From an optimization exercise on the open Yosys and OpenROAD flow, aimed at small area and a short achievable clock period; shortcuts taken in it are not production practice. Function was checked by simulation only, so behaviour that the tests miss may differ from the original.

==> flow/design.v <==
package param_rr_scheduler_pkg;
  localparam int DISPATCH_W   = 32;
  localparam int DEST_LSB_DEF = 2;
  function automatic int clog2(input int v);
    int r;
    begin
      r = 0;
      while ((1 << r) < v) r = r + 1;
      clog2 = r;
    end
  endfunction
endpackage
module sched_fifo_sync
#(
  parameter int DATA_W = 32,
  parameter int DEPTH  = 16
) (
  input  logic                  i_clk,
  input  logic                  i_rst,
  input  logic                  i_wr_en,
  input  logic [DATA_W-1:0]     i_wr_data,
  input  logic                  i_rd_en,
  output logic [DATA_W-1:0]     o_rd_data,
  output logic [param_rr_scheduler_pkg::clog2(DEPTH):0] o_count,
  output logic                  o_full,
  output logic                  o_nempty
);
  localparam int AW = param_rr_scheduler_pkg::clog2(DEPTH);
  localparam int JW = DEPTH / 2;
  logic [DATA_W-1:0] mem [DEPTH];
  logic [JW-1:0]     wr_ptr;
  logic [JW-1:0]     rd_ptr;
  logic [AW:0]       count;
  logic [AW:0]       count_inc;
  logic [AW:0]       count_dec;
  logic              nempty;
  logic              do_wr;
  logic [DEPTH-1:0]  wr_sel;
  logic [DEPTH-1:0]  rd_sel;
  function automatic logic [DEPTH-1:0] jdec(input logic [JW-1:0] p);
    logic [DEPTH-1:0] s;
    s[0]  = !p[0] && !p[JW-1];
    s[JW] =  p[0] &&  p[JW-1];
    for (int i = 1; i < JW; i++) begin
      s[i]      =  p[i-1] && !p[i];
      s[JW + i] = !p[i-1] &&  p[i];
    end
    jdec = s;
  endfunction
  assign o_full    = count[AW];
  assign o_nempty  = nempty;
  assign o_count   = count;
  assign do_wr     = i_wr_en && !count[AW];
  assign wr_sel    = jdec(wr_ptr);
  assign rd_sel    = jdec(rd_ptr);
  assign count_inc = count + 1'b1;
  assign count_dec = count - 1'b1;
  always_comb begin
    o_rd_data = '0;
    for (int i = 0; i < DEPTH; i++)
      o_rd_data = o_rd_data | (mem[i] & {DATA_W{rd_sel[i]}});
  end
  always_ff @(posedge i_clk) begin
    if (i_rst) begin
      wr_ptr <= '0;
      rd_ptr <= '0;
      count  <= '0;
      nempty <= 1'b0;
    end else begin
      if (do_wr)   wr_ptr <= {wr_ptr[JW-2:0], !wr_ptr[JW-1]};
      if (i_rd_en) rd_ptr <= {rd_ptr[JW-2:0], !rd_ptr[JW-1]};
      if (do_wr && !i_rd_en)      count <= count_inc;
      else if (!do_wr && i_rd_en) count <= count_dec;
      nempty <= do_wr || (nempty && !(i_rd_en && count == (AW+1)'(1)));
    end
  end
  always_ff @(posedge i_clk) begin
    for (int i = 0; i < DEPTH; i++)
      if (do_wr && wr_sel[i]) mem[i] <= i_wr_data;
  end
endmodule
module param_rr_scheduler
#(
  parameter int NUM_PORTS  = 4,
  parameter int DATA_W     = param_rr_scheduler_pkg::DISPATCH_W,
  parameter int FIFO_DEPTH = 16,
  parameter int NUM_OUT    = 4,
  parameter int DEST_LSB   = param_rr_scheduler_pkg::DEST_LSB_DEF
) (
  input  logic                                      i_clk,
  input  logic                                      i_rst,
  input  logic [NUM_PORTS*DATA_W-1:0]               i_wr_data,
  input  logic [NUM_PORTS-1:0]                      i_wr_en,
  output logic [NUM_PORTS-1:0]                      o_full,
  output logic [NUM_PORTS*(param_rr_scheduler_pkg::clog2(FIFO_DEPTH)+1)-1:0] o_level,
  input  logic                                      i_mode,
  output logic                                      o_cb_valid,
  input  logic                                      i_cb_ready,
  output logic [DATA_W-1:0]                         o_cb_data,
  output logic [param_rr_scheduler_pkg::clog2(NUM_OUT)-1:0]                 o_cb_sel,
  output logic [param_rr_scheduler_pkg::clog2(NUM_PORTS)-1:0]               o_cb_src
);
  localparam int LW    = param_rr_scheduler_pkg::clog2(FIFO_DEPTH) + 1;
  localparam int SEL_W = param_rr_scheduler_pkg::clog2(NUM_OUT);
  localparam int SRC_W = param_rr_scheduler_pkg::clog2(NUM_PORTS);
  logic [DATA_W-1:0]    head [NUM_PORTS];
  logic [LW-1:0]        cnt  [NUM_PORTS];
  logic [NUM_PORTS-1:0] req;
  logic [NUM_PORTS-1:0] pop;
  logic [NUM_PORTS-1:0] rr_oh;      
  logic [NUM_PORTS-1:0] gnt_rr;
  logic [NUM_PORTS-1:0] gnt_sp;
  logic [NUM_PORTS-1:0] gnt;
  logic [SRC_W-1:0]     gnt_idx;
  logic                 gnt_vld;
  logic                 loadable;
  logic [DATA_W-1:0]    gnt_data;
  for (genvar k = 0; k < NUM_PORTS; k++) begin : g_q
    sched_fifo_sync #(
      .DATA_W(DATA_W),
      .DEPTH (FIFO_DEPTH)
    ) u_fifo (
      .i_clk    (i_clk),
      .i_rst    (i_rst),
      .i_wr_en  (i_wr_en[k]),
      .i_wr_data(i_wr_data[k*DATA_W +: DATA_W]),
      .i_rd_en  (pop[k]),
      .o_rd_data(head[k]),
      .o_count  (cnt[k]),
      .o_full   (o_full[k]),
      .o_nempty (req[k])
    );
    assign o_level[k*LW +: LW] = cnt[k];
    assign pop[k] = loadable && gnt[k];
  end
  assign loadable = !o_cb_valid || i_cb_ready;
  assign gnt_vld  = |req;
  always_comb begin : p_arb
    logic blocked;
    int   idx;
    gnt_sp  = '0;
    blocked = 1'b0;
    for (int i = 0; i < NUM_PORTS; i++) begin
      gnt_sp[i] = req[i] && !blocked;
      blocked   = blocked || req[i];
    end
    gnt_rr = '0;
    for (int k = 0; k < NUM_PORTS; k++) begin
      for (int d = 0; d < NUM_PORTS; d++) begin
        blocked = 1'b0;
        for (int e = 1; e <= d; e++)
          blocked = blocked || req[(k - e + NUM_PORTS) % NUM_PORTS];
        gnt_rr[k] = gnt_rr[k] ||
                    (rr_oh[(k - d + NUM_PORTS) % NUM_PORTS] && !blocked);
      end
      gnt_rr[k] = gnt_rr[k] && req[k];
    end
  end
  assign gnt = i_mode ? gnt_sp : gnt_rr;
  always_comb begin
    gnt_idx  = o_cb_src  & {SRC_W{!loadable}};
    gnt_data = o_cb_data & {DATA_W{!loadable}};
    for (int i = 0; i < NUM_PORTS; i++) begin
      gnt_idx  = gnt_idx  | (SRC_W'(i) & {SRC_W{pop[i]}});
      gnt_data = gnt_data | (head[i]   & {DATA_W{pop[i]}});
    end
  end
  assign o_cb_sel = o_cb_data[DEST_LSB +: SEL_W];
  always_ff @(posedge i_clk) begin
    if (i_rst) begin
      o_cb_valid <= 1'b0;
      rr_oh      <= NUM_PORTS'(1);
    end else if (loadable) begin
      o_cb_valid <= gnt_vld;
      if (gnt_vld) rr_oh <= {gnt[NUM_PORTS-2:0], gnt[NUM_PORTS-1]};
    end
  end
  always_ff @(posedge i_clk) begin
    o_cb_data <= gnt_data;
    o_cb_src  <= gnt_idx;
  end
endmodule
clock: 4.5 ns
lec_check: 0
cap_margin: 20
core_margin: 2
core_utilization: 55
setup_slack_margin: 2.0
slew_margin: 20
run.sh (not shown) runs the stock make flow with config.mk's settings and CLKGATE_MAP_FILE= SYNTH_SCRIPT=/design/flow/synth_recipe.tcl, a recipe that flattens the netlist after the stock synthesis.
Change:
Settings changed: CORE_UTILIZATION 55 to 70, SETUP_SLACK_MARGIN 2.0 to 2.25.
=> The new run went through all stages and came out clean. Count of clock-buffer cells in the layout does not change. Cell count came out lower by 2.5%. Critical path depth rises by 3. Synthesized cell count does not change. Worst hold slack hardly moves. Utilization rises by 21 points. Routed wire length grows by 3.6%.
Change:
Settings changed: CORE_UTILIZATION 70 to 55.
Result:
- first-iteration DRC count is lower by a quarter to a third
- register-to-register slack degrades by 0.08 ns
- worst hold slack gets worse by 0.0034 ns
- routed wire length falls slightly
- sequential share of layout area drops by 0.26 points
- die area increases by a quarter to a third

-- what the ideal ports hide --
No port has a modelled driver above. Below, the same layouts with a new extraction and two added sets of constraints. Step 1 (the two cells are an assumption about what drives the block):
set clk [get_ports {i_clk}]
set_driving_cell -lib_cell sky130_fd_sc_hd__clkbuf_16 $clk
set_driving_cell -lib_cell sky130_fd_sc_hd__buf_2 [delete_from_list [all_inputs] $clk]
Step 2 adds t to the input delays and takes it off the output delays; t is the mean of the earliest and latest rising clock arrival at the registers after step 1. Input paths then give back, and output paths get back, about the clock's delay inside the block. Slacks: ideal / step 1 / step 2; pairs: ideal / step 1.
| run | t (ns) | setup WS [ns] | worst setup path at the end | pins driven straight from the clock port |
|---|---|---|---|---|
| the first run | 0.924 | 1.903 / 1.903 / 1.043 | input to register | 1 |
| the second run | 0.897 | 1.951 / 1.951 / 1.416 | input to register | 1 |
| the third run | 0.898 | 1.871 / 1.871 / 1.373 | input to register | 1 |
After both steps every run listed still meets setup and hold. For the first run, which loses most, drivers alone change the setup slack by 0.000 ns; drivers and shift together by -0.860 ns.
